From an optimization exercise on the open Yosys and OpenROAD flow, aimed at small area, a short achievable clock period and few clock cycles; shortcuts taken in it are not production practice. Function was checked by simulation only, so behaviour that the tests miss may differ from the original. Power figures rest on the tool's default switching activity, not on a simulated workload.

rev 12:
==> flow/design.v (excerpt) <==
module pifo_top (
    input  logic        i_clk,
    input  logic        i_arst_n,
    input  logic        i_req,
    input  logic        i_op,    
    input  logic [15:0] i_data,
    output logic        o_ack,
    output logic [15:0] o_data
);
    localparam int N = pifo_pkg::CAP;
    logic             ack_q;      
    logic             push_q;     
    logic             pop_q;      
    pifo_pkg::value_t x_q;        
    pifo_pkg::value_t data_q;     
    logic             valid [N+1];
    pifo_pkg::value_t v     [N+1];
    logic             gt_q  [N];   
    always_ff @(posedge i_clk or negedge i_arst_n) begin
        if (!i_arst_n) begin
            ack_q  <= 1'b0;
            push_q <= 1'b0;
            pop_q  <= 1'b0;
        end else begin
            ack_q  <= i_req;
            push_q <= i_req && !ack_q && (i_op == pifo_pkg::OP_PUSH);
            pop_q  <= i_req && !ack_q && (i_op == pifo_pkg::OP_POP);
        end
    end
    always_ff @(posedge i_clk) begin
        if (!ack_q) begin
            x_q    <= i_data;
  ...
Size in the first run: about 9200 cells after synthesis, ~37 I/O pins, roughly 79000 um^2 of cells after synthesis.
clock: 9.0 ns
lec_check: 0
cap_margin: 20
core_margin: 2
core_utilization: 30
gpl_routability_driven: 1
place_density: 0.45
slew_margin: 20
synth_hierarchical: 1
standard.sh (not shown) runs the stock make flow with config.mk's settings and CLKGATE_MAP_FILE= SYNTH_SCRIPT=/design/flow/synth_recipe.tcl, a recipe that flattens the netlist after the stock synthesis.
==> flow/flow/run.sh <==
#!/bin/bash
set -euo pipefail
bash standard.sh SETUP_SLACK_MARGIN=6 TNS_END_PERCENT=0 finish > standard.log 2>&1
Rev 12 ended with every stage complete and zero timing, DRC or antenna violations.
Testbench counts of rev 12, summed over its fixed seeds: cycles 10,240.
The following lists how rev 13 was set up differently from rev 12:
==> flow/run.sh (new file) <==
#!/bin/bash
# synth_recipe.tcl (not shown) runs the flow's synth.tcl, then flattens the netlist and writes it again
# the make line also repeats each setting of config.mk as NAME=value (left out here)
make -C /OpenROAD-flow-scripts/flow DESIGN_CONFIG=/design/flow/config.mk WORK_HOME=/design/flow/orfs CLKGATE_MAP_FILE= SYNTH_SCRIPT=/design/flow/synth_recipe.tcl finish
removed: flow/flow/run.sh
removed: flow/standard.sh
## What came out
- The top achievable clock speed reported for rev 13 is smaller than that of rev 12 by about 15%.
- From rev 12 to rev 13 the numbers moved as follows: maximum fanout along the worst path decreased 45, global-route usage essentially unchanged.

* * *

pifo_top, a different RTL version from the one above (not shown whole).
Size: ~7700 cells after synthesis, about 1500 flip-flops, roughly 37 I/O pins, roughly 68000 um2 of cells after synthesis.
export LEC_CHECK = 0
export CAP_MARGIN = 20
export CORE_MARGIN = 2
export CORE_UTILIZATION = 40
export CTS_CLUSTER_DIAMETER = 100
export CTS_CLUSTER_SIZE = 20
export GPL_ROUTABILITY_DRIVEN = 1
export PLACE_DENSITY = 0.52
export SLEW_MARGIN = 20
create_clock -name core_clock -period 9.0 [get_ports {i_clk}]
==> flow/flow/run.sh <==
#!/bin/bash
# The standard layout with two changes to how it is made (the constraints are unchanged):
#  - synthesis maps the logic with ABC's plain delay-then-area mapping (&nf), from
#    flow/abc_speed.script, in place of ORFS's script with its repeated SOP balancing;
#    registers are mapped before ABC runs, so they are the standard synthesis's;
#  - timing repair treats any path with less than SETUP_SLACK_MARGIN ns of slack as failing,
#    so it aims at a shorter clock period than the design's, and works on the worst path only.
set -euo pipefail
rm -rf scripts_abc
cp -r "$FLOW_HOME/scripts" scripts_abc
cp flow/abc_speed.script scripts_abc/abc_speed.script
bash standard.sh SCRIPTS_DIR="$PWD/scripts_abc" SETUP_SLACK_MARGIN=6 TNS_END_PERCENT=0 finish > standard.log 2>&1
==> flow/flow/abc_speed.script <==
strash
&get -n
&fraig -x
&put
dc2
strash
&get -n
&dch -f
&nf -R 0
&put
Testbench counts at the start, summed over its fixed seeds: cycles 10,240.
==> next run, changes <==
==> flow/flow/run.sh (replaced) <==
#!/bin/bash
# The standard layout with two changes to how it is made (the constraints are unchanged):
#  - synthesis maps the logic with a shorter ABC script (one SOP-balancing pass, then
#    delay-oriented mapping with 30% delay relaxation for area recovery), from
#    flow/abc_speed.script, in place of ORFS.s script with five balancing passes;
#    registers are mapped before ABC runs, so they are the standard synthesis's;
#  - timing repair treats any path with less than SETUP_SLACK_MARGIN ns of slack as failing,
#    so it aims at a shorter clock period than the design's, on every such path.
set -euo pipefail
rm -rf scripts_abc
cp -r "$FLOW_HOME/scripts" scripts_abc
cp flow/abc_speed.script scripts_abc/abc_speed.script
bash standard.sh SCRIPTS_DIR="$PWD/scripts_abc" SETUP_SLACK_MARGIN=5.9 TNS_END_PERCENT=100 finish > standard.log 2>&1
==> flow/flow/abc_speed.script (replaced) <==
strash
&get -n
&fraig -x
&put
dc2
strash
&get -n
&dch -f
&nf
&st
&syn2
&if -g -K 6
&synch2
&nf -R 30
&put
Clock-buffer cell count does not change.
Worst setup slack improved by 0.082 ns.
Core utilization went down by 0.16 points.
Design area went up by 2.1%.
Clock skew stays flat.
Via count went up by 4.8%.
Total power went up by 3.2%.

-- what the ideal ports hide --
In the flow no input, the clock included, has a driving cell. The finished layouts below were timed again as built, in two steps. Step 1 (the two cells are an assumption about what drives the block):
set clk [get_ports {i_clk}]
set_driving_cell -lib_cell sky130_fd_sc_hd__clkbuf_16 $clk
set_driving_cell -lib_cell sky130_fd_sc_hd__buf_2 [delete_from_list [all_inputs] $clk]
Step 2 times the ports against the registers' clock, not the clock port: input delays grow and output delays shrink by t, the midpoint of the rising clock arrivals with the driver on. Slacks: ideal / step 1 / step 2; pairs: ideal / step 1.
run	t (ns)	setup WS [ns]	worst setup path after step 2	latest minus earliest clock arrival (ns)	cell pins on the clock port's net
rev 12	0.917	5.787 / 5.751 / 5.787	register to register	0.038 / 0.037	1
rev 13	0.917	5.223 / 5.223 / 5.223	register to register	0.038 / 0.037	1
the first run of note 2	0.789	5.787 / 5.808 / 5.059	input to register	0.029 / 0.028	1
the second run of note 2	0.813	5.870 / 5.865 / 5.092	input to register	0.027 / 0.026	1
After both steps every run listed still meets setup and hold. The setup slack of the second run of note 2, which loses most, moves by -0.005 ns with the drivers and by -0.778 ns with both steps.
